What follows belongs to an exercise in optimizing a design on an open flow for small area, a short achievable clock period and few clock cycles per item; a production flow would make more cautious choices.
RTL that was checked went through simulation tests only; none was proved equivalent to the original.
No functional check of the RTL was part of runs 5 and 6.

--- design.v ---
`default_nettype none
package dds_pkg;
	localparam int unsigned RAD_W  = 64;
	localparam int unsigned ROOT_W = 32;
endpackage
`default_nettype wire
`default_nettype none
module dds_square (
	input  wire logic [30:0] rem,     
	input  wire logic [29:0] q,       
	input  wire logic [3:0]  bits,    
	output logic      [1:0]  digit,
	output logic      [30:0] rem_n    
);
	logic [35:0] r4;
	logic [35:0] a3;
	logic [35:0] b3;
	logic [35:0] s3;
	logic [35:0] c3;
	logic [35:0] p1, p2, p3;    
	logic [35:0] k1, k2, k3;    
	logic        n1, n2, n3;    
	logic [30:0] pm;
	logic [30:0] km;
	assign r4 = {1'b0, rem, bits};
	dds_pfx_add #(36) u1 (.a(r4), .b(~{3'b000, q, 3'b001}), .cin(1'b1), .p(p1), .c(k1));
	dds_pfx_add #(36) u2 (.a(r4), .b(~{2'b00, q, 4'b0100}), .cin(1'b1), .p(p2), .c(k2));
	assign a3 = ~{2'b00, q, 4'b1000};
	assign b3 = ~{3'b000, q, 3'b001};
	assign s3 = r4 ^ a3 ^ b3;
	assign c3 = {(r4[34:0] & a3[34:0]) | (r4[34:0] & b3[34:0]) | (a3[34:0] & b3[34:0]), 1'b1};
	dds_pfx_add #(36) u3 (.a(s3), .b(c3), .cin(1'b1), .p(p3), .c(k3));
	assign n1 = p1[35] ^ k1[35];
	assign n2 = p2[35] ^ k2[35];
	assign n3 = p3[35] ^ k3[35];
	always_comb begin
		if (!n3) begin
			digit = 2'd3;
			pm    = p3[30:0];
			km    = k3[30:0];
		end else if (!n2) begin
			digit = 2'd2;
			pm    = p2[30:0];
			km    = k2[30:0];
		end else if (!n1) begin
			digit = 2'd1;
			pm    = p1[30:0];
			km    = k1[30:0];
		end else begin
			digit = 2'd0;
			pm    = r4[30:0];
			km    = '0;
		end
	end
	assign rem_n = pm ^ km;
endmodule
`default_nettype wire
`default_nettype none
module dds_pfx_add #(
	parameter int W = 36
) (
	input  wire logic [W-1:0] a,
	input  wire logic [W-1:0] b,
	input  wire logic         cin,
	output logic      [W-1:0] p,
	output logic      [W-1:0] c
);
	localparam int N = W + 1;
	logic [N-1:0] gg;
	logic [N-1:0] pp;
	always_comb begin
		gg = {a & b, cin};
		pp = {a ^ b, 1'b0};
		for (int l = 0; (1 << l) < N; l++) begin
			for (int i = (2 << l) - 1; i < N; i += (2 << l)) begin
				gg[i] = gg[i] | (pp[i] & gg[i - (1 << l)]);
				pp[i] = pp[i] & pp[i - (1 << l)];
			end
		end
		for (int l = 5; l >= 0; l--) begin
			for (int i = 3 * (1 << l) - 1; i < N; i += (2 << l)) begin
				gg[i] = gg[i] | (pp[i] & gg[i - (1 << l)]);
				pp[i] = pp[i] & pp[i - (1 << l)];
			end
		end
	end
	assign p = a ^ b;
	assign c = gg[W-1:0];
endmodule
`default_nettype wire
`default_nettype none
module decimal_digit_square_root (
	input  wire logic                    clk,
	input  wire logic                    arst_n,
	input  wire logic                    start,
	output logic                         busy,
	input  wire logic signed [dds_pkg::RAD_W-1:0] radicand,
	output logic                         done,
	output logic [dds_pkg::ROOT_W-1:0]   root,
	output logic                         negative_input
);
	logic        busy_q;
	logic        done_q;
	logic        neg_q;
	logic [59:0] x_q;       
	logic [30:0] rem_q;     
	logic [31:0] q_q;       
	logic [3:0]  cnt_q;     
	logic        hz;
	logic [1:0]  d_hi;
	logic [1:0]  r_hi;
	logic [1:0]  d_lo;
	logic [2:0]  r_lo;
	logic [1:0]  digit;
	logic [30:0] rem_n;
	assign hz = (radicand[63:32] == 32'd0);
	always_comb begin
		if (radicand[62])            d_hi = 2'd2;
		else if (radicand[61:60] != 2'd0) d_hi = 2'd1;
		else                         d_hi = 2'd0;
		if (radicand[31:28] >= 4'd9)      d_lo = 2'd3;
		else if (radicand[31:28] >= 4'd4) d_lo = 2'd2;
		else if (radicand[31:28] >= 4'd1) d_lo = 2'd1;
		else                              d_lo = 2'd0;
	end
	assign r_hi = 2'({1'b0, radicand[62:60]} - 4'(d_hi * d_hi));
	assign r_lo = 3'(radicand[31:28] - 4'(d_lo * d_lo));
	dds_square u_step (
		.rem   (rem_q),
		.q     (q_q[29:0]),
		.bits  (x_q[59:56]),
		.digit (digit),
		.rem_n (rem_n)
	);
	always_ff @(posedge clk or negedge arst_n) begin
		if (!arst_n) begin
			busy_q <= 1'b0;
			done_q <= 1'b0;
		end else begin
			done_q <= 1'b0;
			if (!busy_q) begin
				if (start) begin
					if (radicand[63]) begin
						done_q <= 1'b1;
					end else begin
						busy_q <= 1'b1;
					end
				end
			end else if (cnt_q == 4'd0) begin
				busy_q <= 1'b0;
				done_q <= 1'b1;
			end
		end
	end
	always_ff @(posedge clk) begin
		if (!busy_q) begin
			x_q[59:32] <= hz ? radicand[27:0] : radicand[59:32];
			x_q[31:0]  <= radicand[31:0];
			neg_q      <= radicand[63];
			rem_q      <= {28'd0, hz ? r_lo : {1'b0, r_hi}};
			q_q        <= {30'd0, radicand[63] ? 2'd0 : (hz ? d_lo : d_hi)};
			cnt_q      <= hz ? 4'd6 : 4'd14;
		end else begin
			x_q[59:4]  <= x_q[55:0];
			x_q[3:0]   <= radicand[3:0];
			rem_q      <= rem_n;
			q_q        <= {q_q[29:0], digit};
			cnt_q      <= cnt_q - 4'd1;
		end
	end
	assign busy           = busy_q;
	assign done           = done_q;
	assign root           = q_q;
	assign negative_input = neg_q;
endmodule
`default_nettype wire
--- flow/run.sh ---
#!/bin/bash
set -euo pipefail
bash standard.sh finish SETUP_SLACK_MARGIN=6.5 \
	"BUFFER_PORTS_ARGS=-buffer_cell sky130_fd_sc_hd__buf_1" > standard.log 2>&1
--- standard.sh ---
#!/bin/bash
# synth_recipe.tcl (not shown) runs the flow's synth.tcl, then flattens the netlist and writes it again
# the make line also repeats each setting of config.mk as NAME=value (left out here)
make -C /OpenROAD-flow-scripts/flow DESIGN_CONFIG=/design/flow/config.mk WORK_HOME=/design/flow/orfs CLKGATE_MAP_FILE= SYNTH_SCRIPT=/design/flow/synth_recipe.tcl "${@:-finish}"
--- config.mk ---
export PLATFORM = sky130hd
export DESIGN_NAME = decimal_digit_square_root
export DESIGN_NICKNAME = decimal_digit_square_root
export VERILOG_FILES = /design/flow/design.v
export SDC_FILE = /design/flow/constraint.sdc
export NUM_CORES = 4
export LEC_CHECK = 0
export CAP_MARGIN = 20
export CORE_MARGIN = 2
export CORE_UTILIZATION = 40
export CTS_BUF_LIST = sky130_fd_sc_hd__clkbuf_4 sky130_fd_sc_hd__clkbuf_8
export GPL_ROUTABILITY_DRIVEN = 0
export PLACE_DENSITY = 0.7
export SLEW_MARGIN = 20
--- constraint.sdc ---
create_clock -name core_clock -period 10.0 [get_ports {clk}]
set_input_delay 2.0000 -clock core_clock [delete_from_list [all_inputs] [get_ports {clk}]]
set_output_delay 2.0000 -clock core_clock [all_outputs]
set_load 0.01 [all_outputs]
==> run_results.csv, run 1 <==
group,metric,value,unit
worst_setup_path,cp_num_buf_inv,1,
clock_tree,h-tree-depth,4,
global_routing,grt_use_met3,4.26,%
clock_tree,ctsHoldBuffers,0,
cells_and_area,diodes,0,
worst_setup_path,r2r-end,"rem_q[2]",
worst_setup_path,rr_startpoint,"x_q[59]",
global_routing,gr-usage-all-layers,20.9,%
timing,max_freq,0.294,GHz
synthesis,ys_seq_area_share,29.1,%
global_routing,grt_overflow,0,
synthesis,synth_cell_types,73,
placed_design,placed_cell_area,0.00964,sq mm
worst_setup_path,cp_top_family,"compound AO/OA/AOI/OAI gates",
timing,tightestPinTransition,0.865,ns
timing,fin_crit_sh,34.0,%
worst_setup_path,slowest_stage,"or4_4",
global_routing,grt_pass1_wl,39700,um
timing,setup_viol,0,
worst_setup_path,rrSetupSlack,6.60,ns
clock_tree,cts_root_buffer,"clkbuf_8",
min_path,min_from,"x_q[28]",
die,initial_core_util,41.1,%
cells_and_area,finalNetCount,1334,
clock_tree,clock_latency,0.46,ns
worst_setup_path,crit_chain,"ha_2 -> or4_4 -> a31o_4 -> a21oi_4 -> o211ai_4 -> a21o_1 -> nand3_4 -> and2_4 -> buf_12 -> a22oi_1 -> xnor2_1 -> o21ai_1",
synthesis,synth_nets,1222,
die,die_area,0.0238,sq mm
die,fp.coreArea,0.0220,sq mm
detailed_routing,wl_per_cell,17.6,um
synthesis,synthFlopType,"dfxtp_1",
worst_setup_path,crit_type,"register to register",
placed_design,dp.final_hpwl,17900,um
worst_setup_path,reg2reg_depth,12,
timing,drv_slew,0,
worst_setup_path,worstPathMaxFanout,7,
timing,slew_headroom,42.3,%
die,num_rows,54,
worst_setup_path,crit_path_end_kind,"register",
synthesis,ys_warn_count,3,
die,die_w,154,um
timing,fin_crit,3.40,ns
cells_and_area,drive_gt1_share,15.8,%
detailed_routing,ant_nets,0,
min_path,hold_end,"x_q[32]",
die,dieHeight,154,um
synthesis,synth_edf_count,1,
timing,hold_violations,0,
global_routing,met1_usage,26.7,%
min_path,holdPathStages,2,
global_routing,antenna_found_initial,0,
detailed_routing,firstDrtPassIters,5,
clock_tree,cts-buffers-inserted,17,
global_routing,grt_pass1_vias,7919,
detailed_routing,drtIter0Drc,444,
run_status,status,"timing/DRC/antenna clean",
die,io_pins,102,
detailed_routing,drc_errors,0,
worst_setup_path,cpPeakStageDelay,0.55,ns
timing,fin_setup_tns,0,ns
worst_setup_path,arrival,3.72,ns
clock_tree,clock_sink_count,130,
global_routing,grtUsageMet2,35.1,%
synthesis,ys_seq_elements,130,
global_routing,grt_max_degree,92,
clock_tree,clkSlewWorstSetupHoldPaths,0.09,ns
clock_tree,cts_buffer_depth,2,
cells_and_area,final_cell_area,0.0107,sq mm
detailed_routing,route.vias.total,8020,
timing,skew,0.0104,ns
job,drv_cap,0,
synthesis,synth_cells,1028,
synthesis,async_flop_share,1.54,%
worst_setup_path,critical_path.startpoint_type,"register",
synthesis,syn_avg_cell_area,8.78,sq um
timing,grt_setup_unrepaired,"no",
worst_setup_path,cp_data_required_time,10.32,ns
global_routing,top_usage_layer,"met2",
synthesis,synth_area,0.00902,sq mm
min_path,min_path_type,"register to register",
cells_and_area,synthToLayoutAreaGrowth,18.4,%
placed_design,portBuffers,101,
detailed_routing,drt-vias-per-instance,5.60,
clock_tree,cts_tree,"yes",
detailed_routing,wl,25200,um
-- what timing repair did --
action,4_1_cts,5_1_grt
endpoints found under the setup margin,46,32
cloned,1,1
setup buffers,10,10
resized for setup,31,71
pin swaps,6,19
-- layout by cell type, fill, tap and decap left out, types with 8 or more instances in the layout --
cell type  netlist  layout
dfxtp_1        127     111
buf_1            1     101
a21oi_1         99      94
nand2_1         88      87
ha_1            98      85
o21ai_0         81      75
nor2_1          75      73
xnor2_1         44      44
inv_1           65      42
xor2_1          33      33
a21o_1          29      29
fa_1            29      29
mux2_2          25      25
buf_4            3      22
inv_2            0      20
clkbuf_8         0      17
dfxtp_2          0      16
nand4_1         14      14
mux2i_1         12      12
ha_4             0      12
nand3_1         10      10
a211oi_1        13      10
nor2b_1          9       9
o211ai_1         9       9
o22ai_1          9       9
nor4_1          10       8
-- tightest hold or removal path, cell delays in order (launching register included) --
cell and delay [ns]:
dfxtp_1 0.31, nand2_1 0.04, o21ai_0 0.05
-- flip-flops by register name, indices dropped and copies added (netlist names) --
register  flops
x_q          60
q_q          32
rem_q        31
cnt_q         4
busy_q        1
done_q        1
neg_q         1
-- Yosys cell counts (all sizes together) (3+ instances only) --
cell / instances / area share [%]
nor2b: 9 / 0.62
o211ai: 10 / 0.98
a21o: 29 / 2.4
mux2: 25 / 3.1
xnor2: 44 / 4.3
clkbuf: 22 / 0.92
inv: 65 / 2.7
buf: 13 / 0.93
o21ai: 85 / 4.8
a21oi: 101 / 5.8
and2: 4 / 0.28
and3: 5 / 0.35
o21bai: 7 / 0.62
a211o: 3 / 0.29
o31ai: 8 / 0.72
dfxtp: 127 / 28
a211oi: 13 / 1.1
fa: 29 / 6.4
a31oi: 7 / 0.49
o22ai: 9 / 0.62
nor3: 8 / 0.44
nor2: 76 / 3.2
nand2: 90 / 3.8
o21a: 6 / 0.50
or3: 4 / 0.28
nand2b: 5 / 0.35
a31o: 3 / 0.39
a22o: 5 / 0.49
a22oi: 3 / 0.25
mux2i: 12 / 1.3
a221oi: 5 / 0.62
ha: 98 / 14
nand4: 14 / 0.97
nand3: 11 / 0.67
a32oi: 4 / 0.39
nor4: 11 / 0.93
xor2: 33 / 3.2
-- cell type report --
type | count | area, sq um
Clock buffer | 17 | 234
Clock inverter | 15 | 183
Fill cell | 2041 | 11300
Inverter | 65 | 250
Multi-Input combinational cell | 798 | 6360
Sequential cell | 130 | 2650
Tap cell | 280 | 350
Timing Repair Buffer | 128 | 662
-- worst max-delay path by stage --
| stage | from | cells past startpoint | endpoint |
|---|---|---|---|
| detailed placement | radicand[34] | 9 | rem_q[1] |
| global route | radicand[38] | 9 | rem_q[1] |
| global placement | radicand[34] | 9 | rem_q[1] |
| finish | x_q[59] | 12 | rem_q[2] |
| CTS | q_q[1] | 13 | rem_q[22] |
| floorplan | radicand[57] | 7 | rem_q[0] |
-- layer usage --
layer | routed length, um | part of all wire (%) | up-vias
met4 | 641 | 2.5 | 0
met5 | 0 | 0 | -
met1 | 10900 | 43 | 3800
met3 | 1650 | 6.6 | 45
met2 | 12000 | 48 | 278
li1 | - | - | 3897
-- metrics by stage --
| step | hold WS [ns] | setup slack [ns] | cells | utilization [%] |
|---|---|---|---|---|
| after floorplan | 0.406 | 6.61 | 1028 | - |
| after global placement | 0.413 | 5.56 | 1379 | 43.9 |
| after detailed placement | 0.416 | 5.59 | 1379 | 43.9 |
| after CTS | 0.441 | 6.45 | 1422 | 46.9 |
| after global routing | 0.466 | 6.46 | 1433 | 48.7 |
| final | 0.439 | 6.60 | 1433 | 48.7 |
-- logic make-up after synthesis --
family,after synthesis,share of synthesized area (%)
flops,130,29.1
compound gates,312,21.8
fa+ha+maj,127,20.0
mux,37,4.45
simple gates,245,12.6
xor+xnor,77,7.47
buf+inv,100,4.55
Testbench counts, summed over its fixed seeds: cycles 31,206, roots 2,400.
==> inputs of run 2 (changes only) <==
--- a/flow/run.sh
+++ b/flow/run.sh
@@ -2,2 +2,3 @@
 set -euo pipefail
+bash standard.sh synth floorplan > standard_floorplan.log 2>&1
 bash standard.sh finish SETUP_SLACK_MARGIN=6.5 \
--- a/config.mk
+++ b/config.mk
@@ -11,4 +11,3 @@
 export CTS_BUF_LIST = sky130_fd_sc_hd__clkbuf_4 sky130_fd_sc_hd__clkbuf_8
-export GPL_ROUTABILITY_DRIVEN = 0
-export PLACE_DENSITY = 0.7
+export PLACE_DENSITY = 0.6
 export SLEW_MARGIN = 20
==> run 2 against run 1 <==
  * Critical path depth did not move
  * Register-to-register slack barely moved
  * Cell area stayed put
  * Fmax increased by 0.35%
  * Core utilization stayed put
  * Still clean
  * Largest cell class unchanged
  * Critical endpoint is now rem_q[25]
==> run_results.csv, run 2 <==
group,metric,value,unit
run_status,status,"timing/DRC/antenna clean",
clock_tree,cts_tree,"yes",
cells_and_area,final_cell_mix,"dfxtp_1, buf_1, a21oi_1",
synthesis,synth.area.top_cells,"dfxtp_1, ha_1, fa_1",
cells_and_area,fillCellCount,2182,
cells_and_area,largest_reg_flops,60,
timing,grt_setup_unrepaired,"no",
die,initial_core_util,41.1,%
placed_design,portBuffers,101,
global_routing,grt_pass1_wl,38800,um
cells_and_area,instances_no_fill,1437,
global_routing,gr-usage-all-layers,20.6,%
placed_design,dp_cells,1379,
timing,hold_ws,0.434,ns
cells_and_area,synthToLayoutAreaGrowth,18.4,%
die,dieHeight,154,um
timing,slew_headroom,46.5,%
placed_design,dp_worst_setup_slack,5.81,ns
timing,drv_slew,0,
worst_setup_path,crit_type,"register to register",
timing,fin_setup_tns,0,ns
die,fp.coreArea,0.0220,sq mm
die,num_rows,54,
placed_design,placed_cell_area,0.00964,sq mm
synthesis,synth.most_common_cell,"dfxtp_1",
die,die_w,154,um
clock_tree,cts_root_buffer,"clkbuf_8",
cells_and_area,final_cell_area,0.0107,sq mm
synthesis,ys_seq_elements,130,
synthesis,synth_nets,1222,
detailed_routing,route.vias.total,7882,
detailed_routing,wl,25300,um
detailed_routing,ant_nets,0,
die,io_pins,102,
worst_setup_path,arrival,3.75,ns
timing,fin_crit_sh,33.9,%
timing,fin_crit,3.39,ns
cells_and_area,diodes,0,
cells_and_area,finalNetCount,1338,
cells_and_area,reg_top3,"x_q (60), q_q (32), rem_q (31)",
global_routing,grt_max_degree,89,
worst_setup_path,crit_path_end_kind,"register",
placed_design,gp_congestion,0.863,
timing,setup_ws,6.61,ns
synthesis,ys_warn_count,3,
synthesis,yosys.area.top_type_share,28.2,%
clock_tree,clock_latency,0.47,ns
synthesis,synth_cells,1028,
synthesis,synthFlopType,"dfxtp_1",
die,die_area,0.0238,sq mm
timing,setup_viol,0,
detailed_routing,firstDrtPassIters,4,
clock_tree,clock_sink_count,130,
clock_tree,ctsHoldBuffers,0,
detailed_routing,drt-vias-per-instance,5.49,
clock_tree,clkSlewWorstSetupHoldPaths,0.09,ns
placed_design,dp.final_hpwl,17700,um
detailed_routing,wl_per_cell,17.6,um
timing,hold_violations,0,
global_routing,antenna_found_initial,0,
clock_tree,h-tree-depth,4,
timing,skew,0.0125,ns
detailed_routing,drc_errors,0,
cells_and_area,largest_register,"x_q",
worst_setup_path,cp_data_required_time,10.37,ns
global_routing,grt_pass1_vias,7554,
synthesis,synth_cell_types,73,
timing,tightestPinTransition,0.802,ns
min_path,min_path_type,"register to register",
cells_and_area,drive_gt1_share,15.7,%
detailed_routing,drtIter0Drc,521,
synthesis,synth_edf_count,1,
synthesis,ys_seq_area_share,29.1,%
cells_and_area,fin_util,48.7,%
global_routing,grt_overflow,0,
synthesis,synth_area,0.00902,sq mm
synthesis,synthTopCellsByCount,"dfxtp_1, a21oi_1, ha_1",
clock_tree,cts_buffer_depth,2,
worst_setup_path,critical_path.startpoint_type,"register",
cells_and_area,mostFrequentLayoutCell,"dfxtp_1",
clock_tree,cts-buffers-inserted,17,
synthesis,synth_top_cell_by_area,"dfxtp_1",
synthesis,syn_avg_cell_area,8.78,sq um
job,drv_cap,0,
worst_setup_path,worstPathMaxFanout,7,
synthesis,async_flop_share,1.54,%
timing,max_freq,0.295,GHz
[run 2: logic make-up (layout without fill, tap and decap cells)]
family / after synthesis / count (layout) / synth area share, %
buffers and inverters: 100 / 229 / 4.55
and+or+nand+nor: 245 / 245 / 12.6
xor gates and xnor gates: 77 / 77 / 7.47
adders and majority gates: 127 / 127 / 20.0
DFF: 130 / 130 / 29.1
AOI/OAI and AO/OA: 312 / 312 / 21.8
muxes: 37 / 37 / 4.45
[run 2: what timing repair did]
| action | 4_1_cts | 5_1_grt |
|---|---|---|
| resized for setup | 31 | 64 |
| endpoints found under the setup margin | 50 | 50 |
| gates cloned | 0 | 3 |
| pin swaps | 5 | 23 |
| setup buffers | 7 | 16 |
[run 2: worst paths after layout]
path / from / endpoint / slack, ns / cells past startpoint
max in group asynchronous: arst_n / busy_q / 8.56 / 1
min: x_q[49] / x_q[53] / 0.43 / 2
min in group asynchronous: arst_n / done_q / 1.30 / 1
min reg2reg: x_q[49] / x_q[53] / 0.43 / 2
max reg2reg: x_q[56] / rem_q[25] / 6.61 / 12
max: x_q[56] / rem_q[25] / 6.61 / 12
[run 2: area by class of cell]
class | instances | area (sq um) | share of cell area, %
Clock buffer | 17 | 234 | 2.19
Clock inverter | 15 | 161 | 1.51
Inverter | 65 | 248 | 2.32
Multi-Input combinational cell | 798 | 6350 | 59.4
Sequential cell | 130 | 2640 | 24.7
Tap cell | 280 | 350 | 3.28
Timing Repair Buffer | 132 | 702 | 6.57
[run 2: worst max-delay path, stage by stage (launching register included)]
cell      delay, ns
dfxtp_2        0.46
inv_1          0.07
ha_1           0.33
or4_4          0.58
a31o_4         0.29
a21oi_4        0.19
o211ai_4       0.16
a211o_1        0.38
a21oi_2        0.20
o21bai_2       0.09
xor2_1         0.15
a32o_1         0.20
a31o_1         0.18
[run 2: metal layers]
metal / GRT usage (%) / vias up / wire, um
li1: - / 3908 / -
met1: 28.0 / 3726 / 11700
met2: 33.7 / 211 / 11900
met3: 3.70 / 37 / 1190
met4: 6.10 / 0 / 448
met5: 0 / - / 0
==> inputs of run 3 (changes only) <==
==> flow/run.sh (replaced) <==
#!/bin/bash
set -euo pipefail
bash standard.sh finish SETUP_SLACK_MARGIN=6.5 \
	"BUFFER_PORTS_ARGS=-buffer_cell sky130_fd_sc_hd__buf_1" > standard.log 2>&1
==> run 3 against run 2 <==
  * Largest cell class unchanged
  * Non-clock buffer count unchanged
  * Routed wire length stayed put
  * Worst hold slack is the same
  * Synthesized cell count stayed put
  * Via count stayed put
  * Core utilization stayed put
  * Highest routed layer unchanged
  * Cell area stayed put
  * Clock skew is the same
==> run_results.csv, run 3 <==
group,metric,value,unit
timing,hold_violations,0,
synthesis,synthFlopType,"dfxtp_1",
synthesis,ys_warn_count,3,
worst_setup_path,rr_startpoint,"x_q[56]",
cells_and_area,final_cell_mix,"dfxtp_1, buf_1, a21oi_1",
timing,tightestPinTransition,0.802,ns
synthesis,synth_top_cell_by_area,"dfxtp_1",
cells_and_area,mostFrequentLayoutCell,"dfxtp_1",
global_routing,gr-usage-all-layers,20.6,%
synthesis,synth_nets,1222,
clock_tree,h-tree-depth,4,
global_routing,grt_max_degree,89,
timing,setup_viol,0,
global_routing,antenna_found_initial,0,
worst_setup_path,crit_path_end_kind,"register",
placed_design,portBuffers,101,
worst_setup_path,rrSetupSlack,6.61,ns
synthesis,synth_cells,1028,
synthesis,synth_edf_count,1,
synthesis,yosys.area.top_type_share,28.2,%
worst_setup_path,r2r-end,"rem_q[25]",
detailed_routing,drtIter0Drc,521,
worst_setup_path,endpoint,"rem_q[25]",
synthesis,ys_seq_elements,130,
run_status,status,"timing/DRC/antenna clean",
detailed_routing,highest_layer,"met4",
worst_setup_path,critPathLaunch,"x_q[56]",
detailed_routing,firstDrtPassIters,4,
clock_tree,cts-buffers-inserted,17,
synthesis,async_flop_share,1.54,%
timing,setup_ws,6.61,ns
min_path,min_path_type,"register to register",
clock_tree,clkSlewWorstSetupHoldPaths,0.09,ns
cells_and_area,regArea,0.00264,sq mm
synthesis,ys_seq_area_share,29.1,%
timing,hold_ws,0.434,ns
worst_setup_path,crit_type,"register to register",
placed_design,dp_worst_setup_slack,5.81,ns
cells_and_area,multi_input_area,0.00635,sq mm
clock_tree,cts_buffer_depth,2,
cells_and_area,drive_gt1_share,15.7,%
synthesis,synth_cell_types,73,
die,die_w,154,um
detailed_routing,met2_length,11900,um
min_path,min_from,"x_q[49]",
worst_setup_path,critical_path.startpoint_type,"register",
timing,drv_slew,0,
clock_tree,clock_latency,0.47,ns
die,fp.coreArea,0.0220,sq mm
global_routing,grt_pass1_wl,38800,um
cells_and_area,largest_reg_flops,60,
placed_design,gp_congestion,0.863,
synthesis,synth.area.top_cells,"dfxtp_1, ha_1, fa_1",
synthesis,synth.most_common_cell,"dfxtp_1",
detailed_routing,met1_length,11700,um
detailed_routing,met3_length,1190,um
detailed_routing,wl,25300,um
cells_and_area,reg_top3,"x_q (60), q_q (32), rem_q (31)",
timing,fin_crit,3.39,ns
global_routing,grt_overflow,0,
die,num_rows,54,
timing,grt_setup_unrepaired,"no",
detailed_routing,drc_errors,0,
worst_setup_path,arrival,3.75,ns
cells_and_area,fin_util,48.7,%
worst_setup_path,cp_data_required_time,10.37,ns
cells_and_area,diodes,0,
synthesis,syn_avg_cell_area,8.78,sq um
detailed_routing,ant_nets,0,
detailed_routing,wl_per_cell,17.6,um
timing,max_freq,0.295,GHz
cells_and_area,fillCellCount,2182,
worst_setup_path,worstPathMaxFanout,7,
die,dieHeight,154,um
cells_and_area,largest_register,"x_q",
clock_tree,clock_sink_count,130,
die,io_pins,102,
synthesis,synthTopCellsByCount,"dfxtp_1, a21oi_1, ha_1",
timing,fin_setup_tns,0,ns
global_routing,grt_pass1_vias,7554,
timing,fin_crit_sh,33.9,%
cells_and_area,synthToLayoutAreaGrowth,18.4,%
job,drv_cap,0,
clock_tree,cts_tree,"yes",
worst_setup_path,reg2reg_depth,12,
cells_and_area,finalNetCount,1338,
clock_tree,ctsHoldBuffers,0,
timing,skew,0.0125,ns
clock_tree,cts_root_buffer,"clkbuf_8",
die,die_area,0.0238,sq mm
detailed_routing,drt-vias-per-instance,5.49,
detailed_routing,route.vias.total,7882,
die,initial_core_util,41.1,%
timing,slew_headroom,46.5,%
placed_design,dp.final_hpwl,17700,um
synthesis,synth_area,0.00902,sq mm
## run 3: cells by family after synthesis
group / share of synthesized area, %
mux: 4.45
fa+ha+maj: 20.0
flops: 29.1
xor+xnor: 7.47
buf+inv: 4.55
simple gates: 12.6
compound gates: 21.8
## run 3: worst min-delay path by stage
stage                          to  slack, ns  cells past startpoint
after floorplan           x_q[28]       0.41                      2
after global placement    x_q[50]       0.41                      2
after detailed placement  x_q[53]       0.42                      2
after CTS                 x_q[45]       0.44                      2
after global routing      x_q[47]       0.46                      2
final                     x_q[53]       0.43                      2
## run 3: repair_timing
item | CTS | global route
gates resized for setup | 31 | 64
endpoints found under the setup margin | 50 | 50
endpoints found under the hold margin | 0 | 0
pin swaps | 5 | 23
buffers inserted | 7 | 16
gates cloned | 0 | 3
## run 3: metrics by stage
| stage | instances | cell area (sq um) |
|---|---|---|
| after floorplan | 1028 | 9020 |
| after global placement | 1379 | 9640 |
| after detailed placement | 1379 | 9640 |
| after CTS | 1418 | 10200 |
| after global routing | 1437 | 10700 |
| final | 1437 | 10700 |
## run 3: cell type report
cell class	count	area share [%]
clock buffer	17	2.19
timing repair buffer	132	6.57
tap	280	3.28
sequential	130	24.7
clock inverter	15	1.51
inverter	65	2.32
multi-input combinational	798	59.4
## run 3: worst max-delay path, cell delays in order, from the launching register on
cell	delay (ns)
dfxtp_2	0.46
inv_1	0.07
ha_1	0.33
or4_4	0.58
a31o_4	0.29
a21oi_4	0.19
o211ai_4	0.16
a211o_1	0.38
a21oi_2	0.20
o21bai_2	0.09
xor2_1	0.15
a32o_1	0.20
a31o_1	0.18
## run 3: routing by layer
layer	vias up	track usage, %
met2	211	33.7
met4	0	6.10
li1	3908	-
met5	-	0
met3	37	3.70
met1	3726	28.0
==> inputs of run 4 (changes only) <==
--- a/config.mk
+++ b/config.mk
@@ -9,3 +9,3 @@
 export CORE_MARGIN = 2
-export CORE_UTILIZATION = 40
+export CORE_UTILIZATION = 30
 export CTS_BUF_LIST = sky130_fd_sc_hd__clkbuf_4 sky130_fd_sc_hd__clkbuf_8
==> run 4 against run 3 <==
  * Flip-flop and latch count unchanged
  * Core utilization decreased by 12 points
  * Global-route usage decreased by 4.0 points
  * Still clean
  * Critical path type unchanged
==> run_results.csv, run 4 <==
group,metric,value,unit
timing,fin_setup_tns,0,ns
worst_setup_path,crit_chain,"inv_1 -> fa_1 -> inv_1 -> ha_1 -> nand4_1 -> nor2_1 -> o2bb2ai_1 -> or3b_2 -> a21o_1 -> nand3_4 -> and2_4 -> nor2_2 -> a32o_1 -> a31o_1",
clock_tree,clock_sink_count,130,
cells_and_area,fillCellCount,3103,
cells_and_area,final_cell_area,0.0108,sq mm
worst_setup_path,crit_path_end_kind,"register",
synthesis,ys_seq_elements,130,
detailed_routing,met3_length,1240,um
die,die_area,0.0315,sq mm
synthesis,synth_cells,1028,
synthesis,syn_avg_cell_area,8.78,sq um
timing,fin_crit,3.41,ns
clock_tree,clock_latency,0.46,ns
die,initial_core_util,30.5,%
synthesis,synthFlopType,"dfxtp_1",
worst_setup_path,cp_num_buf_inv,2,
worst_setup_path,r2r-end,"rem_q[25]",
cells_and_area,drive_gt1_share,14.9,%
cells_and_area,final_cell_mix,"dfxtp_1, buf_1, a21oi_1",
cells_and_area,regArea,0.00264,sq mm
timing,setup_viol,0,
worst_setup_path,rrSetupSlack,6.59,ns
worst_setup_path,cpPeakStageDelay,0.48,ns
timing,fin_crit_sh,34.1,%
worst_setup_path,arrival,3.76,ns
synthesis,ys_seq_area_share,29.1,%
global_routing,gr-usage-all-layers,16.6,%
synthesis,synth_edf_count,1,
worst_setup_path,reg2reg_depth,14,
synthesis,synthTopCellsByCount,"dfxtp_1, a21oi_1, ha_1",
detailed_routing,drtIter0Drc,416,
detailed_routing,wl,26000,um
synthesis,synth_nets,1222,
detailed_routing,wl_per_cell,16.8,um
placed_design,placed_cell_area,0.00978,sq mm
clock_tree,cts_buffer_depth,2,
die,io_pins,102,
placed_design,dp.final_hpwl,19200,um
timing,tightestPinTransition,0.914,ns
detailed_routing,route.vias.total,7793,
min_path,min_path_type,"register to register",
die,fp.coreArea,0.0296,sq mm
die,die_w,177,um
cells_and_area,largest_register,"x_q",
timing,skew,0.0197,ns
cells_and_area,finalNetCount,1338,
worst_setup_path,cp_top_family,"simple AND/OR/NAND/NOR gates",
clock_tree,clkSlewWorstSetupHoldPaths,0.09,ns
clock_tree,cts_root_buffer,"clkbuf_8",
worst_setup_path,worstPathMaxFanout,7,
run_status,status,"timing/DRC/antenna clean",
worst_setup_path,rr_startpoint,"rem_q[13]",
clock_tree,cts-buffers-inserted,17,
detailed_routing,met2_length,12300,um
cells_and_area,fin_util,36.4,%
min_path,hold_end,"x_q[52]",
timing,hold_violations,0,
synthesis,synth.most_common_cell,"dfxtp_1",
placed_design,portBuffers,101,
job,drv_cap,0,
detailed_routing,ant_nets,0,
timing,max_freq,0.293,GHz
placed_design,gp_congestion,0.871,
timing,grt_setup_unrepaired,"yes",
cells_and_area,synthToLayoutAreaGrowth,19.5,%
min_path,holdPathStages,2,
cells_and_area,mostFrequentLayoutCell,"dfxtp_1",
global_routing,grt_overflow,0,
timing,drv_slew,0,
synthesis,synth.area.top_cells,"dfxtp_1, ha_1, fa_1",
worst_setup_path,crit_type,"register to register",
cells_and_area,multi_input_area,0.00632,sq mm
synthesis,yosys.area.top_type_share,28.2,%
die,num_rows,63,
clock_tree,h-tree-depth,4,
detailed_routing,drc_errors,0,
detailed_routing,met1_length,12000,um
die,dieHeight,177,um
global_routing,grt_max_degree,100,
detailed_routing,firstDrtPassIters,5,
synthesis,async_flop_share,1.54,%
min_path,min_from,"x_q[48]",
timing,slew_headroom,39.1,%
worst_setup_path,critical_path.startpoint_type,"register",
detailed_routing,highest_layer,"met4",
clock_tree,ctsHoldBuffers,0,
worst_setup_path,crit_path_frequent_cell,"inv_1",
synthesis,synth_cell_types,73,
worst_setup_path,cp_data_required_time,10.36,ns
clock_tree,cts_tree,"yes",
global_routing,antenna_found_initial,1,
global_routing,grt_pass1_vias,7750,
global_routing,grt_pass1_wl,41000,um
cells_and_area,largest_reg_flops,60,
synthesis,synth_area,0.00902,sq mm
detailed_routing,drt-vias-per-instance,5.03,
worst_setup_path,slowest_stage,"fa_1",
cells_and_area,reg_top3,"x_q (60), q_q (32), rem_q (31)",
synthesis,ys_warn_count,3,
synthesis,synth_top_cell_by_area,"dfxtp_1",
## run 4: changes by cell type in the layout (fill, tap and decap cells not counted), sizes merged
cell	change
buf	+2
clkbuf	-2
clkinvlp	+1
diode	+1
inv	-1
## run 4: final cells by class
class / count / share of cell area (%)
antenna: 1 / 0.0232
clock buffer: 17 / 2.17
clock inverter: 15 / 1.51
inverter: 65 / 2.30
multi-input combinational: 798 / 58.6
sequential: 130 / 24.5
tap: 390 / 4.53
timing repair buffer: 132 / 6.41
## run 4: cells by family after synthesis
family	synth area share (%)
buffers and inverters	4.55
and+or+nand+nor	12.6
xor gates and xnor gates	7.47
muxes	4.45
AOI/OAI and AO/OA	21.8
adders and majority gates	20.0
DFF	29.1
## run 4: routing by layer
| metal | vias up | GRT usage (%) |
|---|---|---|
| met1 | 3658 | 21.8 |
| met5 | - | 0 |
| met4 | 0 | 4.30 |
| met3 | 30 | 3.19 |
| met2 | 205 | 27.8 |
| li1 | 3900 | - |
## run 4: stage by stage
| step | hold slack (ns) | cells | setup slack [ns] |
|---|---|---|---|
| final | 0.437 | 1548 | 6.59 |
| after global routing | 0.457 | 1547 | 6.44 |
| after CTS | 0.434 | 1534 | 6.48 |
| after detailed placement | 0.417 | 1489 | 5.75 |
| after global placement | 0.412 | 1489 | 5.74 |
| after floorplan | 0.406 | 1028 | 6.61 |
## run 4: worst max-delay path by stage
stage | start | end | cells after the start
after floorplan | radicand[57] | rem_q[0] | 7
after global placement | q_q[1] | rem_q[3] | 13
after detailed placement | q_q[1] | rem_q[3] | 13
after CTS | q_q[6] | rem_q[14] | 13
after global routing | q_q[8] | rem_q[0] | 13
final | rem_q[13] | rem_q[25] | 14
## run 4: tightest hold or removal path, delay by kind of cell, from the launching register on
kind	cells	cell delay (ns)
DFF	1	0.32
and+or+nand+nor	1	0.05
AOI/OAI and AO/OA	1	0.05
## run 4: repair_timing
action,in CTS,in global routing
endpoints found under the hold margin,0,0
gates cloned,0,1
resized for setup,40,49
pin swaps,4,14
buffers inserted,13,12
endpoints found under the setup margin,33,28
==> inputs of run 5 (changes only) <==
--- a/design.v
+++ b/design.v
@@ -74,11 +74,7 @@
 		for (int l = 0; (1 << l) < N; l++) begin
-			for (int i = (2 << l) - 1; i < N; i += (2 << l)) begin
-				gg[i] = gg[i] | (pp[i] & gg[i - (1 << l)]);
-				pp[i] = pp[i] & pp[i - (1 << l)];
-			end
-		end
-		for (int l = 5; l >= 0; l--) begin
-			for (int i = 3 * (1 << l) - 1; i < N; i += (2 << l)) begin
-				gg[i] = gg[i] | (pp[i] & gg[i - (1 << l)]);
-				pp[i] = pp[i] & pp[i - (1 << l)];
+			for (int i = N - 1; i >= 0; i--) begin
+				if (((i >> l) & 1) == 1) begin
+					gg[i] = gg[i] | (pp[i] & gg[((i >> l) << l) - 1]);
+					pp[i] = pp[i] & pp[((i >> l) << l) - 1];
+				end
 			end
--- a/config.mk
+++ b/config.mk
@@ -9,3 +9,3 @@
 export CORE_MARGIN = 2
-export CORE_UTILIZATION = 30
+export CORE_UTILIZATION = 40
 export CTS_BUF_LIST = sky130_fd_sc_hd__clkbuf_4 sky130_fd_sc_hd__clkbuf_8
==> run 5 against run 4 <==
  * Still clean on timing, DRC and antenna
  * Clock skew barely moved
  * Area after synthesis is 0.79% higher
  * Die area is 24% lower
  * Count of clock-buffer cells in the layout unchanged
  * Critical path depth decreased by 2
  * Core utilization up 12 points
  * Register-to-register slack got worse by 0.07 ns
  * Worst hold slack got worse by 0.0055 ns
  * Global-route usage grew 4.7 points
  * Critical endpoint is now rem_q[2]
  * Highest routed layer unchanged
==> run_results.csv, run 5 <==
group,metric,value,unit
timing,grt_setup_unrepaired,"yes",
clock_tree,h-tree-depth,4,
timing,skew,0.0202,ns
detailed_routing,drtIter0Drc,471,
synthesis,ys_seq_area_share,28.8,%
synthesis,synth_cell_types,72,
cells_and_area,finalNetCount,1346,
synthesis,async_flop_share,1.54,%
timing,fin_crit,3.47,ns
cells_and_area,diodes,0,
synthesis,synth.most_common_cell,"dfxtp_1",
cells_and_area,final_cell_mix,"dfxtp_1, buf_1, a21oi_1",
placed_design,portBuffers,101,
synthesis,synth_edf_count,1,
clock_tree,clock_sink_count,130,
detailed_routing,drt-vias-per-instance,5.48,
worst_setup_path,cpPeakStageDelay,0.50,ns
worst_setup_path,r2r-end,"rem_q[2]",
cells_and_area,drive_gt1_share,16.5,%
detailed_routing,route.vias.total,7944,
clock_tree,cts_root_buffer,"clkbuf_8",
clock_tree,ctsHoldBuffers,0,
worst_setup_path,cp_top_family,"compound AO/OA/AOI/OAI gates",
placed_design,dp.final_hpwl,18400,um
worst_setup_path,cp_data_required_time,10.30,ns
clock_tree,clock_latency,0.47,ns
worst_setup_path,rr_startpoint,"rem_q[9]",
worst_setup_path,crit_path_end_kind,"register",
cells_and_area,multi_input_area,0.00644,sq mm
detailed_routing,firstDrtPassIters,5,
global_routing,antenna_found_initial,0,
worst_setup_path,cp_num_buf_inv,0,
cells_and_area,mostFrequentLayoutCell,"dfxtp_1",
timing,hold_ws,0.432,ns
global_routing,grt_pass1_vias,7718,
die,num_rows,55,
min_path,holdPathStages,2,
synthesis,synth_cells,1038,
worst_setup_path,reg2reg_depth,12,
min_path,hold_end,"x_q[46]",
worst_setup_path,crit_chain,"fa_1 -> ha_4 -> o21a_1 -> o2bb2ai_4 -> or4_4 -> a21oi_4 -> o31ai_4 -> o31a_4 -> nand2b_1 -> a21boi_2 -> xor2_1 -> o21ai_0",
synthesis,synth_top_cell_by_area,"dfxtp_1",
global_routing,grt_pass1_wl,40300,um
global_routing,grt_overflow,0,
synthesis,synth_area,0.00910,sq mm
placed_design,dp_cells,1392,
clock_tree,clkSlewWorstSetupHoldPaths,0.10,ns
placed_design,gp_congestion,0.827,
run_status,status,"timing/DRC/antenna clean",
global_routing,gr-usage-all-layers,21.3,%
clock_tree,cts-buffers-inserted,17,
cells_and_area,regArea,0.00266,sq mm
timing,fin_setup_tns,0,ns
synthesis,syn_avg_cell_area,8.76,sq um
timing,max_freq,0.288,GHz
cells_and_area,largest_reg_flops,60,
synthesis,synth.area.top_cells,"dfxtp_1, ha_1, fa_1",
cells_and_area,reg_top3,"x_q (60), q_q (32), rem_q (31)",
timing,slew_headroom,28.0,%
worst_setup_path,rrSetupSlack,6.53,ns
die,die_w,155,um
synthesis,synthTopCellsByCount,"dfxtp_1, a21oi_1, ha_1",
detailed_routing,wl_per_cell,17.6,um
job,drv_cap,0,
synthesis,synth_nets,1232,
cells_and_area,instances_no_fill,1450,
min_path,min_from,"x_q[42]",
worst_setup_path,slowest_stage,"or4_4",
synthesis,synthFlopType,"dfxtp_1",
die,fp.coreArea,0.0225,sq mm
detailed_routing,ant_nets,0,
die,initial_core_util,40.4,%
synthesis,ys_warn_count,3,
cells_and_area,fillCellCount,2179,
cells_and_area,synthToLayoutAreaGrowth,18.9,%
cells_and_area,largest_register,"x_q",
timing,hold_violations,0,
synthesis,ys_seq_elements,130,
worst_setup_path,crit_type,"register to register",
global_routing,grt_max_degree,81,
timing,drv_slew,0,
worst_setup_path,worstPathMaxFanout,8,
timing,fin_crit_sh,34.7,%
detailed_routing,wl,25500,um
die,dieHeight,155,um
synthesis,yosys.area.top_type_share,28.0,%
min_path,min_path_type,"register to register",
clock_tree,cts_buffer_depth,2,
worst_setup_path,arrival,3.77,ns
die,die_area,0.0240,sq mm
clock_tree,cts_tree,"yes",
cells_and_area,fin_util,48.1,%
detailed_routing,drc_errors,0,
timing,setup_viol,0,
timing,tightestPinTransition,1.08,ns
die,io_pins,102,
worst_setup_path,critical_path.startpoint_type,"register",
run 5: cell count changes after synthesis, moves of 5 or more:
cell      before  now
o21ai_0       81   60
o211ai_1       9   21
mux2i_1       12    3
a211oi_1      13    5
nor3_1         8   16
a21o_1        29   35
inv_1         65   71
a221o_1        0    5
and4_1         1    6
buf_2          7   12
run 5: worst min-delay path, delay by kind of cell (launching register included):
kind            cells  cell delay (ns)
flops               1             0.31
compound gates      1             0.05
simple gates        1             0.04
run 5: how the worst max path moves through the flow:
stage	start	to	slack [ns]	depth (start not counted)
finish	rem_q[9]	rem_q[2]	6.53	12
global route	q_q[10]	rem_q[3]	6.42	14
CTS	q_q[4]	rem_q[3]	6.48	14
detailed placement	q_q[4]	rem_q[30]	5.80	12
global placement	q_q[4]	rem_q[20]	5.82	12
floorplan	q_q[8]	rem_q[3]	6.58	14
run 5: metal layers:
metal,up-vias,track usage (%),wire length [um]
li1,3941,-,-
met5,-,0,0
met4,0,6.08,457
met3,39,3.45,1170
met1,3748,28.9,11800
met2,216,35.2,12100
run 5: cells by family (layout without fill, tap and decap cells):
logic type,Yosys count,count (layout),share of synthesized area (%)
compound gates,307,308,22.2
xor+xnor,76,76,7.32
fa+ha+maj,127,127,19.9
buf+inv,108,234,4.70
flops,130,130,28.8
mux,29,29,3.55
simple gates,261,261,13.6
run 5: what timing repair did:
| item | CTS | global route |
|---|---|---|
| gates cloned | 3 | 0 |
| gates resized for setup | 46 | 63 |
| buffers inserted | 13 | 10 |
| endpoints found under the setup margin | 33 | 47 |
| pin swaps | 15 | 21 |
run 5: layout make-up:
type,count,share of cell area [%]
multi-input combinational,801,59.6
sequential,130,24.6
timing repair buffer,130,6.24
tap,285,3.30
inverter,72,2.50
clock buffer,17,2.16
clock inverter,15,1.64
run 5: per-stage QoR:
stage / area (sq um) / setup slack (ns)
2_1_floorplan: 9100 / 6.58
3_3_place_gp: 9720 / 5.82
3_5_place_dp: 9720 / 5.80
4_1_cts: 10500 / 6.48
5_1_grt: 10800 / 6.42
6_report: 10800 / 6.53
==> inputs of run 6 (changes only) <==
--- a/design.v
+++ b/design.v
@@ -73,9 +73,17 @@
 		pp = {a ^ b, 1'b0};
-		for (int l = 0; (1 << l) < N; l++) begin
+		for (int i = 1; i < N; i += 2) begin
+			gg[i] = gg[i] | (pp[i] & gg[i - 1]);
+			pp[i] = pp[i] & pp[i - 1];
+		end
+		for (int l = 1; (1 << l) < N; l++) begin
 			for (int i = N - 1; i >= 0; i--) begin
-				if (((i >> l) & 1) == 1) begin
-					gg[i] = gg[i] | (pp[i] & gg[((i >> l) << l) - 1]);
-					pp[i] = pp[i] & pp[((i >> l) << l) - 1];
+				if ((i % 2) == 1 && i - (1 << l) >= 0) begin
+					gg[i] = gg[i] | (pp[i] & gg[i - (1 << l)]);
+					pp[i] = pp[i] & pp[i - (1 << l)];
 				end
 			end
+		end
+		for (int i = 2; i < N; i += 2) begin
+			gg[i] = gg[i] | (pp[i] & gg[i - 1]);
+			pp[i] = pp[i] & pp[i - 1];
 		end
==> run 6 against run 5 <==
  * Still clean
  * Worst setup slack gained 0.0023 ns
  * Routed wire length grew 16%
  * Via count grew 13%
  * Sequential share of layout area shrank 1.4 points
  * Cell area grew 5.9%
  * Count of clock-buffer cells in the layout is the same
  * Critical path depth grew 1
  * Area after synthesis grew 4.7%
  * Non-clock buffer count grew 17
  * Critical path type unchanged
  * Critical endpoint is now rem_q[3]
==> run_results.csv, run 6 <==
group,metric,value,unit
run_status,status,"timing/DRC/antenna clean",
cells_and_area,drive_gt1_share,18.1,%
die,num_rows,56,
cells_and_area,largest_reg_flops,60,
clock_tree,cts_root_buffer,"clkbuf_8",
detailed_routing,firstDrtPassIters,6,
die,initial_core_util,40.7,%
cells_and_area,diodes,0,
placed_design,dp_worst_setup_slack,5.56,ns
die,fp.coreArea,0.0234,sq mm
cells_and_area,final_cell_mix,"dfxtp_1, buf_1, a21oi_1",
timing,drv_slew,0,
clock_tree,clock_sink_count,130,
die,dieHeight,158,um
detailed_routing,wl,29500,um
timing,slew_headroom,42.5,%
timing,fin_crit,3.47,ns
synthesis,async_flop_share,1.54,%
detailed_routing,drtIter0Drc,690,
clock_tree,h-tree-depth,4,
cells_and_area,largest_register,"x_q",
timing,setup_ws,6.53,ns
timing,hold_violations,0,
clock_tree,clkSlewWorstSetupHoldPaths,0.10,ns
global_routing,grt_pass1_vias,8678,
synthesis,synth_top_cell_by_area,"dfxtp_1",
clock_tree,cts-buffers-inserted,17,
placed_design,gp_congestion,0.915,
die,io_pins,102,
clock_tree,cts_buffer_depth,2,
synthesis,synth_cell_types,84,
worst_setup_path,rr_startpoint,"rem_q[11]",
synthesis,synth_edf_count,1,
clock_tree,ctsHoldBuffers,0,
worst_setup_path,cp_top_family,"compound AO/OA/AOI/OAI gates",
worst_setup_path,crit_chain,"fa_1 -> ha_4 -> and4_4 -> nor2b_4 -> nand2_2 -> nor4b_4 -> buf_4 -> o211ai_4 -> buf_6 -> o211a_1 -> a2111o_1 -> a2bb2oi_2 -> o211a_1",
detailed_routing,drt-vias-per-instance,5.66,
global_routing,grt_overflow,0,
worst_setup_path,crit_type,"register to register",
placed_design,dp.final_hpwl,21400,um
global_routing,gr-usage-all-layers,23.4,%
worst_setup_path,critical_path.startpoint_type,"register",
timing,grt_setup_unrepaired,"yes",
detailed_routing,route.vias.total,8945,
clock_tree,clock_latency,0.48,ns
worst_setup_path,arrival,3.82,ns
synthesis,synth.most_common_cell,"dfxtp_1",
synthesis,ys_seq_elements,130,
die,die_area,0.0251,sq mm
worst_setup_path,cpPeakStageDelay,0.50,ns
timing,fin_setup_tns,0,ns
cells_and_area,mostFrequentLayoutCell,"dfxtp_1",
job,drv_cap,0,
timing,setup_viol,0,
synthesis,synth_cells,1121,
timing,tightestPinTransition,0.863,ns
detailed_routing,ant_nets,0,
global_routing,grt_max_degree,96,
synthesis,synthTopCellsByCount,"dfxtp_1, a21oi_1, ha_1",
detailed_routing,drc_errors,0,
detailed_routing,wl_per_cell,18.7,um
worst_setup_path,crit_path_frequent_cell,"o211a_1",
min_path,min_from,"x_q[53]",
cells_and_area,reg_top3,"x_q (60), q_q (32), rem_q (31)",
cells_and_area,synthToLayoutAreaGrowth,20.2,%
global_routing,antenna_found_initial,0,
clock_tree,cts_tree,"yes",
worst_setup_path,critPathLaunch,"rem_q[11]",
timing,fin_crit_sh,34.7,%
timing,skew,0.0220,ns
global_routing,grt_pass1_wl,45600,um
min_path,min_path_type,"register to register",
worst_setup_path,worstPathMaxFanout,5,
synthesis,ys_seq_area_share,27.5,%
die,die_w,158,um
synthesis,synth.area.top_cells,"dfxtp_1, ha_1, fa_1",
synthesis,synth_nets,1315,
worst_setup_path,cp_num_buf_inv,2,
worst_setup_path,cp_data_required_time,10.35,ns
worst_setup_path,slowest_stage,"fa_1",
synthesis,yosys.area.top_type_share,26.7,%
synthesis,synth_area,0.00953,sq mm
synthesis,synthFlopType,"dfxtp_1",
synthesis,syn_avg_cell_area,8.50,sq um
synthesis,ys_warn_count,3,
placed_design,portBuffers,101,
worst_setup_path,crit_path_end_kind,"register",
cells_and_area,finalNetCount,1443,
timing,max_freq,0.288,GHz
## run 6: cells by family (layout without fill, tap and decap cells)
group	count (synthesis)	count (layout)	synth area share [%]
compound gates	348	348	24.3
simple gates	313	314	15.5
flops	130	130	27.5
fa+ha+maj	127	127	19.0
buf+inv	120	260	5.31
xor+xnor	52	52	4.78
mux	31	31	3.61
## run 6: worst paths after layout
kind	endpoint	slack (ns)	cells after the start
worst max-delay path	rem_q[3]	6.53	13
worst min-delay path	x_q[57]	0.43	2
worst max register to register	rem_q[3]	6.53	13
worst min register to register	x_q[57]	0.43	2
max in group asynchronous	busy_q	8.56	1
min in group asynchronous	done_q	1.29	1
## run 6: layout make-up
type | count | area (sq um)
clock buffers | 17 | 234
multi-input cells | 872 | 6890
repair buffers | 147 | 787
flip-flops and latches | 130 | 2660
well taps | 319 | 399
inverters | 81 | 307
fillers | 2323 | 11900
clock inverters | 15 | 180
## run 6: worst reg2reg max path: cells and delay by family (launching register included)
| kind | cells | cell delay, ns |
|---|---|---|
| buffers and inverters | 2 | 0.34 |
| AND/OR/NAND/NOR | 4 | 0.72 |
| AO/OA/AOI/OAI | 5 | 1.02 |
| flip-flops | 1 | 0.46 |
| adder cells (fa/ha/maj) | 2 | 0.81 |
## run 6: through the flow
stage	instance area [sq um]	hold WS, ns	std cells	utilization (%)
finish	11500	0.427	1581	49.0
global route	11500	0.440	1581	49.0
CTS	11100	0.430	1568	47.3
detailed placement	10200	0.415	1511	43.5
global placement	10200	0.411	1511	43.5
floorplan	9530	0.398	1121	-
## run 6: per-layer routing
| layer | GRT usage, % | part of all wire (%) |
|---|---|---|
| met3 | 4.44 | 6.3 |
| met1 | 32.3 | 45 |
| met4 | 8.79 | 3.2 |
| met2 | 36.3 | 45 |
| met5 | 0 | 0 |
## run 6: timing repair
action                                  4_1_cts  5_1_grt
setup buffers                                24       12
cloned                                        1        1
resized for setup                            63       85
pin swaps                                    15       28
endpoints found under the setup margin       37       35
==> inputs of run 7 (changes only) <==
--- a/design.v
+++ b/design.v
@@ -73,17 +73,13 @@
 		pp = {a ^ b, 1'b0};
-		for (int i = 1; i < N; i += 2) begin
-			gg[i] = gg[i] | (pp[i] & gg[i - 1]);
-			pp[i] = pp[i] & pp[i - 1];
-		end
-		for (int l = 1; (1 << l) < N; l++) begin
-			for (int i = N - 1; i >= 0; i--) begin
-				if ((i % 2) == 1 && i - (1 << l) >= 0) begin
-					gg[i] = gg[i] | (pp[i] & gg[i - (1 << l)]);
-					pp[i] = pp[i] & pp[i - (1 << l)];
-				end
+		for (int l = 0; (1 << l) < N; l++) begin
+			for (int i = (2 << l) - 1; i < N; i += (2 << l)) begin
+				gg[i] = gg[i] | (pp[i] & gg[i - (1 << l)]);
+				pp[i] = pp[i] & pp[i - (1 << l)];
 			end
 		end
-		for (int i = 2; i < N; i += 2) begin
-			gg[i] = gg[i] | (pp[i] & gg[i - 1]);
-			pp[i] = pp[i] & pp[i - 1];
+		for (int l = 5; l >= 0; l--) begin
+			for (int i = 3 * (1 << l) - 1; i < N; i += (2 << l)) begin
+				gg[i] = gg[i] | (pp[i] & gg[i - (1 << l)]);
+				pp[i] = pp[i] & pp[i - (1 << l)];
+			end
 		end
==> run.sh (new file) <==
#!/bin/bash
# synth_recipe.tcl (not shown) runs the flow's synth.tcl, then flattens the netlist and writes it again
# the make line also repeats each setting of config.mk as NAME=value (left out here)
make -C /OpenROAD-flow-scripts/flow DESIGN_CONFIG=/design/flow/config.mk WORK_HOME=/design/flow/orfs CLKGATE_MAP_FILE= SYNTH_SCRIPT=/design/flow/synth_recipe.tcl finish
--- a/config.mk
+++ b/config.mk
@@ -12,2 +12,3 @@
 export PLACE_DENSITY = 0.6
+export SETUP_SLACK_MARGIN = 5
 export SLEW_MARGIN = 20
removed: flow/run.sh
removed: standard.sh
==> run 7 against run 6 <==
  * Worst hold slack improved by 0.0075 ns
  * Sequential share of layout area up 1.4 points
  * Via count is 15% lower
  * Clock skew fell by 0.0091 ns
  * Core utilization fell by 0.41 points
  * Largest cell class unchanged
  * Highest routed layer unchanged
==> run_results.csv, run 7 <==
group,metric,value,unit
job,drv_cap,0,
worst_setup_path,endpoint,"rem_q[22]",
clock_tree,cts_resized,0,
synthesis,synth_edf_count,1,
worst_setup_path,critPathLaunch,"q_q[21]",
placed_design,gp_congestion,0.868,
die,fp.coreArea,0.0220,sq mm
clock_tree,cts_buffer_depth,2,
cells_and_area,reg_top3,"x_q (60), q_q (32), rem_q (31)",
clock_tree,cts_tree,"yes",
clock_tree,cts-buffers-inserted,17,
timing,slew_headroom,46.9,%
detailed_routing,drtIter0Drc,374,
synthesis,async_flop_share,1.54,%
worst_setup_path,crit_path_end_kind,"register",
cells_and_area,regArea,0.00263,sq mm
cells_and_area,diodes,0,
detailed_routing,wl_per_cell,16.9,um
cells_and_area,instances_no_fill,1411,
synthesis,synth_cells,1028,
synthesis,synth_nets,1222,
detailed_routing,firstDrtPassIters,5,
detailed_routing,met3_length,888,um
die,die_area,0.0238,sq mm
placed_design,dp.final_hpwl,18200,um
synthesis,synthFlopType,"dfxtp_1",
timing,setup_viol,0,
synthesis,ys_seq_area_share,29.1,%
cells_and_area,fillCellCount,2108,
die,initial_core_util,41.1,%
cells_and_area,final_cell_mix,"dfxtp_1, clkdlybuf4s50_1, a21oi_1",
detailed_routing,wl,23800,um
worst_setup_path,worstPathMaxFanout,16,
global_routing,grt_max_degree,83,
timing,tightestPinTransition,0.796,ns
clock_tree,ctsHoldBuffers,0,
placed_design,dp_cells,1379,
global_routing,grt_pass1_wl,39100,um
detailed_routing,ant_nets,0,
cells_and_area,mostFrequentLayoutCell,"dfxtp_1",
worst_setup_path,rrSetupSlack,5.89,ns
timing,max_freq,0.243,GHz
worst_setup_path,cp_data_required_time,10.37,ns
detailed_routing,met1_length,11600,um
run_status,status,"timing/DRC/antenna clean",
global_routing,gr-usage-all-layers,20.7,%
cells_and_area,largest_register,"x_q",
worst_setup_path,critical_path.startpoint_type,"register",
timing,drv_slew,0,
clock_tree,clkSlewWorstSetupHoldPaths,0.09,ns
clock_tree,clock_sink_count,130,
timing,fin_crit,4.11,ns
timing,hold_ws,0.435,ns
global_routing,grt_overflow,0,
synthesis,synthTopCellsByCount,"dfxtp_1, a21oi_1, ha_1",
cells_and_area,largest_reg_flops,60,
clock_tree,cts_setup_buffers,0,
synthesis,synth_top_cell_by_area,"dfxtp_1",
synthesis,yosys.area.top_type_share,28.2,%
synthesis,ys_warn_count,3,
die,num_rows,54,
cells_and_area,final_cell_area,0.0107,sq mm
min_path,min_path_type,"register to register",
detailed_routing,drc_errors,0,
timing,fin_setup_tns,0,ns
placed_design,placed_cell_area,0.0103,sq mm
timing,skew,0.0129,ns
global_routing,antenna_found_initial,0,
die,io_pins,102,
clock_tree,cts_root_buffer,"clkbuf_8",
cells_and_area,drive_gt1_share,7.69,%
synthesis,synth_cell_types,73,
detailed_routing,met2_length,10900,um
die,die_w,154,um
cells_and_area,multi_input_area,0.00601,sq mm
synthesis,syn_avg_cell_area,8.78,sq um
timing,fin_crit_sh,41.1,%
worst_setup_path,crit_type,"register to register",
worst_setup_path,reg2reg_depth,13,
timing,hold_violations,0,
timing,grt_setup_unrepaired,"no",
clock_tree,h-tree-depth,4,
cells_and_area,synthToLayoutAreaGrowth,18.1,%
synthesis,synth_area,0.00902,sq mm
detailed_routing,highest_layer,"met4",
placed_design,portBuffers,101,
global_routing,grt_pass1_vias,7718,
detailed_routing,route.vias.total,7560,
synthesis,synth.area.top_cells,"dfxtp_1, ha_1, fa_1",
worst_setup_path,arrival,4.49,ns
clock_tree,clock_latency,0.47,ns
detailed_routing,drt-vias-per-instance,5.36,
worst_setup_path,rr_startpoint,"q_q[21]",
cells_and_area,finalNetCount,1312,
worst_setup_path,r2r-end,"rem_q[22]",
synthesis,synth.most_common_cell,"dfxtp_1",
synthesis,ys_seq_elements,130,
die,dieHeight,154,um
run 7: cell count changes after synthesis, sizes merged, moves of 7 or more:
cell	change
a21o	+12
mux2i	+8
o22ai	+7
nor3	-26
xor2	+11
xnor2	+14
o21a	-13
and2	-8
nand3	-13
inv	-16
nor2	-17
run 7: layout make-up:
type / count / area share [%]
Clock buffer: 17 / 2.19
Clock inverter: 15 / 1.42
Inverter: 65 / 2.29
Multi-Input combinational cell: 798 / 56.3
Sequential cell: 130 / 24.6
Tap cell: 280 / 3.29
Timing Repair Buffer: 106 / 9.84
run 7: how the worst min path moves through the flow:
stage          startpoint       to  slack, ns  cells after the start
2_1_floorplan     x_q[24]  x_q[28]       0.41                      2
3_3_place_gp      x_q[36]  x_q[40]       0.41                      2
3_5_place_dp      x_q[48]  x_q[52]       0.42                      2
4_1_cts           x_q[48]  x_q[52]       0.44                      2
5_1_grt           x_q[54]  x_q[58]       0.45                      2
6_report          x_q[48]  x_q[52]       0.43                      2
run 7: kinds of logic after synthesis:
family	count (synthesis)	synth area share (%)
multiplexers	37	4.45
XOR/XNOR	77	7.47
adder cells (fa/ha/maj)	127	20.0
AO/OA/AOI/OAI	312	21.8
AND/OR/NAND/NOR	245	12.6
buffers and inverters	100	4.55
flip-flops	130	29.1
run 7: through the flow:
step / setup slack, ns / utilization (%)
detailed placement: 5.60 / 46.8
CTS: 5.86 / 48.5
finish: 5.89 / 48.5
global placement: 5.59 / 46.8
global route: 5.52 / 48.5
floorplan: 6.61 / -
run 7: worst max-delay path, stage by stage, from the launching register on:
cell,delay [ns]
dfxtp_1,0.32
inv_1,0.20
fa_1,0.47
ha_1,0.36
a21oi_1,0.16
nor2_1,0.06
a211oi_1,0.33
or3b_2,0.47
a21o_1,0.19
nand3_2,0.12
and2_1,0.54
nand2_2,0.37
a211o_1,0.35
o311ai_0,0.07
run 7: layer usage:
layer,vias up,global-route usage [%]
li1,3846,-
met1,3521,27.5
met2,160,34.2
met3,33,3.95
met4,0,6.14
met5,-,0
Testbench counts of run 7, summed over its fixed seeds: cycles 31,206, roots 2,400.

==> separate check: timing with driven ports <==
The results above use ideal ports. As a check the final layouts listed here were re-extracted and re-timed, cells and wires unchanged.
Step 1 assumes that a clkbuf_16 drives the clock port and a buf_2 every other input.
Step 2 moves the port delays by t, midway between the first and last clock arrival at a register: inputs arrive t later, outputs are due t later. That takes back most of the time a late clock gives input paths.
Slacks: no drivers / after step 1 / after step 2; pairs: no drivers / after step 1.
run | t, ns | setup slack, ns | worst hold slack (ns) | worst register clock-pin slew, ns
run 1 | 0.501 | 6.602 / 6.602 / 6.166 | 0.439 / 0.439 / 0.439 | 0.10 / 0.10
run 2 | 0.507 | 6.613 / 6.613 / 6.149 | 0.434 / 0.434 / 0.434 | 0.10 / 0.10
run 3 | 0.507 | 6.613 / 6.613 / 6.149 | 0.434 / 0.434 / 0.434 | 0.10 / 0.10
run 4 | 0.492 | 6.593 / 6.593 / 6.211 | 0.437 / 0.437 / 0.437 | 0.10 / 0.10
run 5 | 0.506 | 6.526 / 6.526 / 6.294 | 0.432 / 0.432 / 0.432 | 0.11 / 0.11
run 6 | 0.515 | 6.528 / 6.528 / 6.237 | 0.427 / 0.427 / 0.427 | 0.11 / 0.11
run 7 | 0.506 | 5.888 / 5.888 / 5.605 | 0.435 / 0.435 / 0.435 | 0.10 / 0.10
After both steps setup and hold are still met in every run listed.
